Background: an optimization exercise with open tools, aiming at small area. Do not read the settings as production practice.
Function was checked by simulation only, so behaviour that the tests miss may differ from the original.
Power figures rest on the tool's default switching activity, not on a simulated workload.

## opll_top
module opll_top
#(
	parameter int NUM_CHANNELS = 9
)
(
	input  logic                                MCLK,
	input  logic                                rst_n,
	input  logic                                cs_n,
	input  logic                                we_n,
	input  logic                                a0,
	input  logic [opll_bus_pkg::BUS_W-1:0]      data_in,
	output logic [opll_voice_pkg::SLOT_W-1:0]   slot_out,
	output logic [opll_voice_pkg::PG_OUT_W-1:0] phase_out,
	output logic                                out_valid
);
	localparam int NS = 2 * NUM_CHANNELS;
	localparam int PW = opll_voice_pkg::PHASE_W;
	logic       wr_en, data_wr, addr_wr;
	logic [1:0] ag;         
	logic [3:0] ac;         
	logic [1:0] ag_nxt;
	logic [3:0] ac_nxt;
	assign wr_en   = ~cs_n & ~we_n;
	assign data_wr = wr_en & a0;
	assign addr_wr = wr_en & ~a0;
	always_comb
	begin
		ag_nxt = data_in[5:4];
		if (data_in[7:4] == 4'h0)
			ac_nxt = (data_in[3:1] == 3'd0) ? data_in[3:0] : 4'hf;
		else if (data_in[7:6] == 2'b00)
			ac_nxt = (int'(data_in[3:0]) < NUM_CHANNELS) ? data_in[3:0] : 4'hf;
		else
			ac_nxt = 4'hf;
	end
	always_ff @(posedge MCLK or negedge rst_n)
	begin
		if (!rst_n)
		begin
			ag <= 2'd0;
			ac <= 4'd0;
		end
		else if (addr_wr)
		begin
			ag <= ag_nxt;
			ac <= ac_nxt;
		end
	end
	logic [4:0] sc;
	logic       v0;
	logic       fp;         
	always_ff @(posedge MCLK or negedge rst_n)
	begin
		if (!rst_n)
		begin
			sc        <= 5'd16;
			v0        <= 1'b0;
			out_valid <= 1'b0;
			fp        <= 1'b1;
		end
		else
		begin
			sc        <= (sc == 5'(NS - 1)) ? 5'd0 : sc + 5'd1;
			v0        <= 1'b1;
			out_valid <= v0;
			if (v0 && sc == 5'(NS - 2))
				fp <= 1'b0;
		end
	end
	assign slot_out = sc;
	logic       w1;
	logic [7:0] d1;
	logic [1:0] g2;
	logic [3:0] q2;
	logic [7:0] d2;
	logic [3:0] pos;
	always_comb
	begin
		int t;
		t   = (2 * int'(ac) + 2 * NS - 2 - int'(sc)) % NUM_CHANNELS;
		pos = 4'(t + 1);
	end
	always_ff @(posedge MCLK or negedge rst_n)
	begin
		if (!rst_n)
		begin
			w1 <= 1'b0;
			q2 <= 4'd0;
			d2 <= 8'd0;
		end
		else
  ...
export LEC_CHECK = 0
export CAP_MARGIN = 20
export CORE_MARGIN = 2
export CORE_UTILIZATION = 40
export SLEW_MARGIN = 20
create_clock -name core_clock -period 10.0 [get_ports {MCLK}]
standard.sh (not shown) runs the stock make flow with config.mk's settings and CLKGATE_MAP_FILE= SYNTH_SCRIPT=/design/flow/synth_recipe.tcl, a recipe that flattens the netlist after the stock synthesis.
==> flow/flow/run.sh <==
#!/bin/bash
# Own layout flow: the standard flow, with the clock tree built without
# dummy loads and with larger sink clusters.
set -euo pipefail
export CTS_ARGS="-sink_clustering_enable -repair_clock_nets -dont_use_dummy_load -buf_list sky130_fd_sc_hd__clkbuf_8 -sink_clustering_size 20 -sink_clustering_max_diameter 60"
bash standard.sh > standard.log 2>&1
The baseline passed the timing, design-rule and antenna checks.
Edit:
==> flow/run.sh (new file) <==
#!/bin/bash
# synth_recipe.tcl (not shown) runs the flow's synth.tcl, then flattens the netlist and writes it again
# the make line also repeats each setting of config.mk as NAME=value (left out here)
make -C /OpenROAD-flow-scripts/flow DESIGN_CONFIG=/design/flow/config.mk WORK_HOME=/design/flow/orfs CLKGATE_MAP_FILE= SYNTH_SCRIPT=/design/flow/synth_recipe.tcl finish
Settings changed: CTS_BUF_LIST set to sky130_fd_sc_hd__clkbuf_8, CTS_CLUSTER_SIZE set to 20.
removed: flow/flow/run.sh
removed: flow/standard.sh
The new run ran to the end with no violations.
Utilization came out higher by 2.7 points.
Critical path depth stays the same.
Global-route usage came out higher by 0.43 points.
Non-clock buffer count stays the same.
Routed wire length came out higher by a few percent.
Die area is unchanged.
Total power came out higher by about a fifth.
Combinational power hardly moves.

re-timing with driven ports:
In the flow no input, the clock included, has a driving cell. The finished layouts below were timed again as built, in two steps.
Step 1: set_driving_cell puts a clkbuf_16 on MCLK and a buf_2 on each other input, an assumption about the parent block.
Step 2 also shifts input and output timing later by t, the mid clock arrival at the registers, as if the neighbouring blocks saw the same clock.
a / b / c = ideal / step 1 / step 2; a / b = the first two.
| run | t (ns) | setup slack, ns | latest minus earliest clock arrival (ns) | slew at the worst register clock pin (ns) | worst data-port slew with drivers (ns) |
|---|---|---|---|---|---|
| the first run | 0.633 | 1.611 / 1.611 / 1.611 | 0.071 / 0.070 | 0.11 / 0.11 | 0.04 |
| the second run | 0.672 | 1.624 / 1.624 / 1.624 | 0.043 / 0.044 | 0.07 / 0.07 | 0.04 |
After both steps every run listed still meets setup and hold.
